This is an optimization exercise on Yosys and OpenROAD, whose aim is small area, a short achievable clock period and few clock cycles per item, not a production implementation.
Function not checked in this run: the RTL went through the layout flow alone.
Power figures rest on the tool's default switching activity, not on a simulated workload.

==> design.v <==
package crfm_pkg;
  localparam int DATA_W      = 32;
  localparam int SR_W        = 16;
  localparam int REG_AW      = 4;
  localparam int REG_CNT     = 16;
  localparam int IN_TDATA_W  = 88;
  localparam int OUT_TDATA_W = 104;
  localparam logic [1:0] KIND_READ  = 2'd0;
  localparam logic [1:0] KIND_WRITE = 2'd1;
  localparam logic [1:0] KIND_MOVE  = 2'd2;
  localparam logic [1:0] MODE_IND = 2'd2;
  localparam logic [1:0] SIZE_BYTE = 2'd0;
  localparam logic [1:0] SIZE_WORD = 2'd1;
  localparam logic [1:0] SIZE_LONG = 2'd2;
  localparam logic [1:0] ERR_NONE       = 2'd0;
  localparam logic [1:0] ERR_MEM2MEM    = 2'd1;
  localparam logic [1:0] ERR_BYTE_MOVEA = 2'd2;
  localparam logic [4:0] SEL_PC    = 5'd0;
  localparam logic [4:0] SEL_SR    = 5'd1;
  localparam logic [4:0] SEL_USP   = 5'd2;
  localparam logic [4:0] SEL_SSP   = 5'd3;
  localparam logic [4:0] SEL_DATA0 = 5'd4;
  localparam logic [4:0] SEL_LAST  = 5'd19;
  localparam logic [SR_W-1:0] SR_RESET     = 16'h2000;
  localparam logic [SR_W-1:0] SR_FLAG_MASK = 16'h000f;
  localparam int              FLAG_N_BIT   = 3;
  localparam int              FLAG_Z_BIT   = 2;
  localparam logic [DATA_W-1:0] MASK_BYTE = 32'h0000_00ff;
  localparam logic [DATA_W-1:0] MASK_WORD = 32'h0000_ffff;
  localparam logic [DATA_W-1:0] MASK_LONG = 32'hffff_ffff;
  localparam logic [DATA_W-1:0] SIGN_BYTE = 32'h0000_0080;
  localparam logic [DATA_W-1:0] SIGN_WORD = 32'h0000_8000;
  localparam logic [DATA_W-1:0] SIGN_LONG = 32'h8000_0000;
  localparam logic [DATA_W-1:0] WORD_EXT  = 32'hffff_0000;
  typedef struct packed {
    logic [1:0]        kind;
    logic [4:0]        reg_select;
    logic [DATA_W-1:0] write_value;
    logic [3:0]        dest_reg;
    logic [1:0]        dest_mode;
    logic [3:0]        source_reg;
    logic [1:0]        source_mode;
    logic [1:0]        op_size;
    logic [DATA_W-1:0] mem_read_data;
  } item_t;
  typedef struct packed {
    logic [DATA_W-1:0] read_value;
    logic [DATA_W-1:0] mem_addr;
    logic              mem_read_used;
    logic              mem_write_valid;
    logic [DATA_W-1:0] mem_write_data;
    logic [1:0]        mem_write_size;
    logic [1:0]        error_code;
  } result_t;
  typedef struct packed {
    logic              ram_we;
    logic [REG_AW-1:0] ram_waddr;
    logic [DATA_W-1:0] ram_wdata;
    logic              pc_we;
    logic              usp_we;
    logic              sr_we;
    logic [SR_W-1:0]   sr_val;
  } wb_t;
  function automatic logic [REG_AW-1:0] sel_to_idx(input logic [4:0] sel);
    logic [4:0] diff;
    diff = sel - SEL_DATA0;
    sel_to_idx = diff[REG_AW-1:0];
  endfunction
endpackage
module crfm_ram #(
  parameter int WIDTH = 32,
  parameter int DEPTH = 16
) (
  input  logic                     clk,
  input  logic                     we,
  input  logic [$clog2(DEPTH)-1:0] waddr,
  input  logic [WIDTH-1:0]         wdata,
  input  logic [$clog2(DEPTH)-1:0] raddr_a,
  output logic [WIDTH-1:0]         rdata_a,
  input  logic [$clog2(DEPTH)-1:0] raddr_b,
  output logic [WIDTH-1:0]         rdata_b
);
  logic [WIDTH-1:0] mem [DEPTH];
  always_ff @(posedge clk) begin
    if (we) begin
      mem[waddr] <= wdata;
    end
    rdata_a <= mem[raddr_a];
    rdata_b <= mem[raddr_b];
  end
endmodule
module crfm_exec (
  input  crfm_pkg::item_t                 item,
  input  logic [crfm_pkg::DATA_W-1:0]     sval,
  input  logic [crfm_pkg::DATA_W-1:0]     dval,
  input  logic [crfm_pkg::DATA_W-1:0]     pc,
  input  logic [crfm_pkg::DATA_W-1:0]     usp,
  input  logic [crfm_pkg::SR_W-1:0]       sr,
  output crfm_pkg::result_t               res,
  output crfm_pkg::wb_t                   wb
);
  logic                          sind;
  logic                          dind;
  logic                          movea;
  logic [1:0]                    sz;
  logic [crfm_pkg::DATA_W-1:0]   mask;
  logic [crfm_pkg::DATA_W-1:0]   sign;
  logic [crfm_pkg::DATA_W-1:0]   src;
  logic [crfm_pkg::DATA_W-1:0]   val;
  logic                          sel_in_file;
  always_comb begin
    sind        = (item.source_mode == crfm_pkg::MODE_IND);
    dind        = (item.dest_mode == crfm_pkg::MODE_IND);
    movea       = !dind && item.dest_reg[3];
    sel_in_file = (item.reg_select >= crfm_pkg::SEL_SSP) &&
                  (item.reg_select <= crfm_pkg::SEL_LAST);
    if (item.op_size == crfm_pkg::SIZE_BYTE) begin
      sz = crfm_pkg::SIZE_BYTE;
    end else if (item.op_size == crfm_pkg::SIZE_WORD) begin
      sz = crfm_pkg::SIZE_WORD;
    end else begin
      sz = crfm_pkg::SIZE_LONG;
    end
    case (sz)
      crfm_pkg::SIZE_BYTE: begin
        mask = crfm_pkg::MASK_BYTE;
        sign = crfm_pkg::SIGN_BYTE;
      end
      crfm_pkg::SIZE_WORD: begin
        mask = crfm_pkg::MASK_WORD;
        sign = crfm_pkg::SIGN_WORD;
      end
      default: begin
        mask = crfm_pkg::MASK_LONG;
        sign = crfm_pkg::SIGN_LONG;
      end
    endcase
    src = sind ? item.mem_read_data : sval;
    val = src & mask;
    res       = '0;
    wb        = '0;
    wb.sr_val = sr;
    unique case (item.kind)
      crfm_pkg::KIND_READ: begin
        if (item.reg_select == crfm_pkg::SEL_PC) begin
          res.read_value = pc;
        end else if (item.reg_select == crfm_pkg::SEL_SR) begin
          res.read_value = {{(crfm_pkg::DATA_W-crfm_pkg::SR_W){1'b0}}, sr};
        end else if (item.reg_select == crfm_pkg::SEL_USP) begin
          res.read_value = usp;
        end else if (sel_in_file) begin
          res.read_value = sval;
        end
      end
      crfm_pkg::KIND_WRITE: begin
        wb.ram_waddr = crfm_pkg::sel_to_idx(item.reg_select);
        wb.ram_wdata = item.write_value;
        wb.sr_val    = item.write_value[crfm_pkg::SR_W-1:0];
        wb.pc_we     = (item.reg_select == crfm_pkg::SEL_PC);
        wb.sr_we     = (item.reg_select == crfm_pkg::SEL_SR);
        wb.usp_we    = (item.reg_select == crfm_pkg::SEL_USP);
        wb.ram_we    = sel_in_file;
      end
      crfm_pkg::KIND_MOVE: begin
        wb.ram_waddr = item.dest_reg;
        if (sind && dind) begin
          res.error_code = crfm_pkg::ERR_MEM2MEM;
        end else if (movea && sz == crfm_pkg::SIZE_BYTE) begin
          res.error_code = crfm_pkg::ERR_BYTE_MOVEA;
        end else begin
          if (sind) begin
            res.mem_addr      = sval;
            res.mem_read_used = 1'b1;
          end
          if (movea) begin
            wb.ram_we = 1'b1;
            if (sz == crfm_pkg::SIZE_WORD) begin
              wb.ram_wdata = val | (val[15] ? crfm_pkg::WORD_EXT : '0);
            end else begin
              wb.ram_wdata = src;
            end
          end else begin
            wb.sr_we                        = 1'b1;
            wb.sr_val                       = sr & ~crfm_pkg::SR_FLAG_MASK;
            wb.sr_val[crfm_pkg::FLAG_N_BIT] = |(val & sign);
            wb.sr_val[crfm_pkg::FLAG_Z_BIT] = (val == '0);
            if (dind) begin
              res.mem_addr        = dval;
              res.mem_write_valid = 1'b1;
              res.mem_write_data  = val;
              res.mem_write_size  = sz;
            end else begin
              wb.ram_we    = 1'b1;
              wb.ram_wdata = (dval & ~mask) | val;
            end
          end
        end
      end
      default: begin
      end
    endcase
  end
endmodule
module cpu_register_file_move (
  input  logic                                clk,
  input  logic                                rst_n,
  input  logic                                in_tvalid,
  output logic                                in_tready,
  input  logic [1:0]                          in_tuser,
  input  logic [crfm_pkg::IN_TDATA_W-1:0]     in_tdata,
  output logic                                out_tvalid,
  input  logic                                out_tready,
  output logic [crfm_pkg::OUT_TDATA_W-1:0]    out_tdata
);
  localparam logic ST_IDLE = 1'b0;
  localparam logic ST_EXEC = 1'b1;
  logic                              state_r;
  logic                              state_nxt;
  crfm_pkg::item_t                   in_item;
  crfm_pkg::item_t                   item_r;
  crfm_pkg::item_t                   cur_item;
  logic [crfm_pkg::REG_CNT-1:0]      vld_r;
  logic [crfm_pkg::DATA_W-1:0]       pc_r;
  logic [crfm_pkg::DATA_W-1:0]       usp_r;
  logic [crfm_pkg::SR_W-1:0]         sr_r;
  logic                              out_valid_r;
  crfm_pkg::result_t                 out_res_r;
  logic [crfm_pkg::REG_AW-1:0]       raddr_a;
  logic [crfm_pkg::REG_AW-1:0]       raddr_b;
  logic [crfm_pkg::REG_AW-1:0]       ex_addr_a;
  logic [crfm_pkg::DATA_W-1:0]       rdata_a;
  logic [crfm_pkg::DATA_W-1:0]       rdata_b;
  logic [crfm_pkg::DATA_W-1:0]       sval;
  logic [crfm_pkg::DATA_W-1:0]       dval;
  crfm_pkg::result_t                 res;
  crfm_pkg::wb_t                     wb;
  logic                              accept;
  logic                              done;
  assign in_item.kind          = in_tuser;
  assign in_item.reg_select    = in_tdata[4:0];
  assign in_item.write_value   = in_tdata[36:5];
  assign in_item.dest_reg      = in_tdata[40:37];
  assign in_item.dest_mode     = in_tdata[42:41];
  assign in_item.source_reg    = in_tdata[46:43];
  assign in_item.source_mode   = in_tdata[48:47];
  assign in_item.op_size       = in_tdata[50:49];
  assign in_item.mem_read_data = in_tdata[82:51];
  assign in_tready = (state_r == ST_IDLE);
  assign accept    = in_tvalid && in_tready;
  assign done      = (state_r == ST_EXEC) && (!out_valid_r || out_tready);
  assign cur_item  = (state_r == ST_IDLE) ? in_item : item_r;
  assign raddr_a   = (cur_item.kind == crfm_pkg::KIND_MOVE) ? cur_item.source_reg
                                                            : crfm_pkg::sel_to_idx(cur_item.reg_select);
  assign raddr_b   = cur_item.dest_reg;
  assign ex_addr_a = (item_r.kind == crfm_pkg::KIND_MOVE) ? item_r.source_reg
                                                          : crfm_pkg::sel_to_idx(item_r.reg_select);
  assign sval = vld_r[ex_addr_a] ? rdata_a : '0;
  assign dval = vld_r[item_r.dest_reg] ? rdata_b : '0;
  crfm_ram #(
    .WIDTH (crfm_pkg::DATA_W),
    .DEPTH (crfm_pkg::REG_CNT)
  ) u_regs (
    .clk     (clk),
    .we      (done && wb.ram_we),
    .waddr   (wb.ram_waddr),
    .wdata   (wb.ram_wdata),
    .raddr_a (raddr_a),
    .rdata_a (rdata_a),
    .raddr_b (raddr_b),
    .rdata_b (rdata_b)
  );
  crfm_exec u_exec (
    .item (item_r),
    .sval (sval),
    .dval (dval),
    .pc   (pc_r),
    .usp  (usp_r),
    .sr   (sr_r),
    .res  (res),
    .wb   (wb)
  );
  always_comb begin
    state_nxt = state_r;
    unique case (state_r)
      ST_IDLE: begin
        if (accept) begin
          state_nxt = ST_EXEC;
        end
      end
      ST_EXEC: begin
        if (done) begin
          state_nxt = ST_IDLE;
        end
      end
      default: begin
        state_nxt = ST_IDLE;
      end
    endcase
  end
  always_ff @(posedge clk) begin
    if (!rst_n) begin
      state_r     <= ST_IDLE;
      vld_r       <= '0;
      pc_r        <= '0;
      usp_r       <= '0;
      sr_r        <= crfm_pkg::SR_RESET;
      out_valid_r <= 1'b0;
    end else begin
      state_r <= state_nxt;
      if (done) begin
        out_valid_r <= 1'b1;
        if (wb.ram_we) begin
          vld_r[wb.ram_waddr] <= 1'b1;
        end
        if (wb.pc_we) begin
          pc_r <= wb.ram_wdata;
        end
        if (wb.usp_we) begin
          usp_r <= wb.ram_wdata;
        end
        if (wb.sr_we) begin
          sr_r <= wb.sr_val;
        end
      end else if (out_tready) begin
        out_valid_r <= 1'b0;
      end
    end
  end
  always_ff @(posedge clk) begin
    if (accept) begin
      item_r <= in_item;
    end
    if (done) begin
      out_res_r <= res;
    end
  end
  assign out_tvalid = out_valid_r;
  assign out_tdata  = {2'b00,
                       out_res_r.error_code,
                       out_res_r.mem_write_size,
                       out_res_r.mem_write_data,
                       out_res_r.mem_write_valid,
                       out_res_r.mem_read_used,
                       out_res_r.mem_addr,
                       out_res_r.read_value};
endmodule
==> run.sh <==
#!/bin/bash
# synth_recipe.tcl (not shown) runs the flow's synth.tcl, then flattens the netlist and writes it again
# the make line also repeats each setting of config.mk as NAME=value (left out here)
make -C /OpenROAD-flow-scripts/flow DESIGN_CONFIG=/design/flow/config.mk WORK_HOME=/design/flow/orfs CLKGATE_MAP_FILE= SYNTH_SCRIPT=/design/flow/synth_recipe.tcl finish
==> config.mk <==
export PLATFORM = sky130hd
export DESIGN_NAME = cpu_register_file_move
export DESIGN_NICKNAME = cpu_register_file_move
export VERILOG_FILES = /design/flow/design.v
export SDC_FILE = /design/flow/constraint.sdc
export NUM_CORES = 4
export LEC_CHECK = 0
export CAP_MARGIN = 20
export CORE_MARGIN = 2
export CORE_UTILIZATION = 40
export SLEW_MARGIN = 20
==> constraint.sdc <==
create_clock -name core_clock -period 5.0 [get_ports {clk}]
set_input_delay 1.0000 -clock core_clock [delete_from_list [all_inputs] [get_ports {clk}]]
set_output_delay 1.0000 -clock core_clock [all_outputs]
set_load 0.01 [all_outputs]
==> flow_summary.yaml <==
yosys:
  ys.flop_type: "edfxtp_1"
  yosysTopAreaCell: "edfxtp_1"
  yosys.cell_types.count: 61
  syn_area_sq_um: 38000
  synth_top_area_share_pct: 55.3
  async_reset_ff_share_pct: 0
  synthTopCellsByArea: "edfxtp_1, mux4_2, dfxtp_1, a211oi_1, nor2b_1"
  yosysSeqAreaShare_pct: 63.8
  ys_ff_latch: 861
  synth-edff-count: 699
  avgSynthCellArea_sq_um: 15.4
  ys_warn_count: 3
  synth_cells: 2467
clocking:
  htree_levels: 3
  cts_buffers: 88
  hold_buffers: 0
  cts_tree: "yes"
  cts.clk_slew.worst_paths_ns: 0.07
  cts_resized: 0
  clockBufferDepth: 3
  clk_latency_ns: 0.66
  post_cts_buffers: 0
  cts_root_buf: "clkbuf_16"
  clock-sinks: 861
finish:
  layout-drive-gt1-share_pct: 19.2
  num_antenna_cells: 0
  fin_nets: 2756
  final_area_sq_um: 44700
  synthToLayoutAreaGrowth_pct: 17.9
placed_design:
  hpwl_mm: 70.8
  port_buffers: 192
  gp_congestion: 0.919
  placed_area_sq_um: 41900
  place_ws_ns: 0.369
setup_path:
  crit_path_end_kind: "flop"
  worstPathMaxFanout: 26
  crit_path_cell_trace: "inv_1 > ha_1 > mux2_4 > mux4_1 > nand2_1 > and4_1 > buf_4 > o21a_1 > o21ai_0 > a221oi_1 > inv_1"
  r2r-start: "item_r[83]"
  worst_setup_path_start_kind: "flop"
  required_ns: 5.27
  cp.arrival_ns: 5.02
  crit_slowest_cell: "a221oi_1"
  cpPeakStageDelay_ns: 0.58
  cp-endpoint: "u_regs.mem[10][30]"
  r2r_cells: 11
  crit_top_cell: "inv_1"
  r2r-end: "u_regs.mem[10][30]"
  critical_path_class: "reg2reg"
  cp-startpoint: "item_r[83]"
  ff2ff_setup_slack_ns: 0.25
global_routing:
  grt_max_degree: 77
  track_usage_pct: 22.6
  grt_pass1_wl_mm: 164
  antenna_found_initial: 2
  grt_pass1_vias: 24300
  grt.overflow.total: 0
sta:
  min_period_ns: 4.75
  setup_ws_ns: 0.250
  grt_setup_unrepaired: "false"
  holdWs_ns: 0.485
  slew_violations: 0
  hold_violations: 0
  finalClockSkew_ns: 0.0290
  relSlewSlack_pct: 22.0
  finalSetupViolCount: 0
  setup-tns-final_ns: 0
  max_freq_mhz: 211
  tightest_slew_ns: 1.17
  period_share_pct: 95.0
worst_hold_path:
  hold_path_class: "reg2reg"
power:
  leakage_nw: 15.2
  p_per_area_nw_per_um2: 371
  ir_worst_vdd_mv: 0.254
floorplan:
  die-width_microns: 312
  initial_core_util_pct: 40.5
  io_pins: 200
  dieArea_sq_um: 97400
  die_h_microns: 312
  row_count: 112
  core-area_sq_um: 93700
route:
  ant_nets: 0
  firstDrtPassIters: 8
  drc: 0
  drt_iter0_drc: 2587
  viasPerCell: 6.15
  vias: 24500
  drt-total-wl_mm: 111
  wl_per_cell_microns: 28.0
outcome:
  status: "timing/DRC/antenna clean"
job:
  cap_violations: 0
placed cells by master, fill, tap and decap left out, drive strengths merged, types with 96 or more instances in the layout:
cell type      count
mux4             267
dfxtp            162
nor2b             96
o21ai            100
edfxtp           699
nor2             103
a21oi            105
nand2            155
clkdlybuf4s50    191
clkbuf           126
state kept, by name, summed over array words and instances, names as in the netlist, 32 cells and up:
name            count
u_regs.mem        512
out_res_r         102
item_r             85
pc_r               32
u_regs.rdata_a     32
u_regs.rdata_b     32
usp_r              32
routing by layer:
layer  track usage (%)  vias to the layer above  routed length (microns)
li1                  -                    10200                        -
met1              31.3                    12600                    45300
met2              35.5                     1440                    51900
met3              5.61                      214                    11300
met4              6.55                        4                     3020
met5                 0                        -                       21
Yosys cell counts (26+ instances only):
library cell / n
dfxtp_1: 162
nor2_1: 103
nand3_1: 33
nand2_1: 155
nor2b_1: 96
a211oi_1: 82
o21ai_0: 96
a31oi_1: 43
edfxtp_1: 699
clkbuf_1: 133
mux2i_1: 58
a22oi_1: 71
a221oi_1: 45
and2_1: 56
buf_2: 26
inv_1: 39
a21oi_1: 105
mux4_2: 266
worst min-delay path by stage:
stage | end | cells past startpoint | start | slack [ns]
2_1_floorplan | pc_r[0] | 2 | pc_r[0] | 0.44
3_3_place_gp | usp_r[5] | 2 | usp_r[5] | 0.45
3_5_place_dp | pc_r[0] | 2 | pc_r[0] | 0.47
4_1_cts | pc_r[0] | 2 | pc_r[0] | 0.48
5_1_grt | pc_r[6] | 2 | pc_r[6] | 0.50
6_report | pc_r[6] | 2 | pc_r[6] | 0.49
logic make-up after synthesis:
kind of cell | share of synthesized area, %
multiplexers | 17.5
flip-flops | 63.8
XOR/XNOR | 0.0923
other | 0.00988
adder cells (fa/ha/maj) | 0.297
buffers and inverters | 2.51
AO/OA/AOI/OAI | 8.65
AND/OR/NAND/NOR | 7.06
through the flow:
step / instances / utilization [%] / total power, W
after floorplan: 2468 / - / 0.00941
after global placement: 3815 / 44.6 / 0.0102
after detailed placement: 3816 / 44.7 / 0.0102
after CTS: 3979 / 47.7 / 0.0167
after global routing: 3980 / 47.7 / 0.0171
final: 3980 / 47.7 / 0.0166
report_power, final:
| part | leakage (nW) | switching [W] | internal, W |
|---|---|---|---|
| clock | 1.39 | 0.00276 | 0.00376 |
| combinational | 5.42 | 0.00104 | 0.000810 |
| sequential | 8.37 | 0.000288 | 0.00796 |
| total | 15.2 | 0.00409 | 0.0125 |
cell type report:
type                    instances  area [sq um]
well taps                    1254          1570
clock inverters                37           408
fillers                      7927         49000
clock buffers                 126          2460
flip-flops and latches        861         24200
multi-input cells            1376         13000
repair buffers                286          2910
inverters                      40           150
critical path, delay by kind of cell, from the launching register on:
| kind | cells | cell delay [ns] |
|---|---|---|
| AOI/OAI and AO/OA | 3 | 1.31 |
| adders and majority gates | 1 | 0.52 |
| buffers and inverters | 3 | 0.89 |
| DFF | 1 | 0.42 |
| muxes | 2 | 0.86 |
| and+or+nand+nor | 2 | 0.33 |

-- separate check: timing with driven ports --
The results above use ideal ports. As a check the final layout listed here was re-extracted and re-timed, cells and wires unchanged. Step 1: set_driving_cell puts a clkbuf_16 on clk and a buf_2 on each other input, an assumption about the parent block. Step 2, shift: input delay + t, output delay - t, t = (earliest + latest rising clock arrival at the registers) / 2. This alone moves slack from input paths to output paths. a / b / c = ideal ports / drivers / drivers and shift; a / b = the first two.
t (ns): 0.710
slack for setup (ns): 0.250 / 0.250 / 0.250
latest minus earliest clock arrival (ns): 0.032 / 0.031
worst slew at a driven data input, ns: 0.09
After both steps setup and hold are still met in this run. The setup slack of this run moves by 0.000 ns with the drivers and by 0.000 ns with both steps.
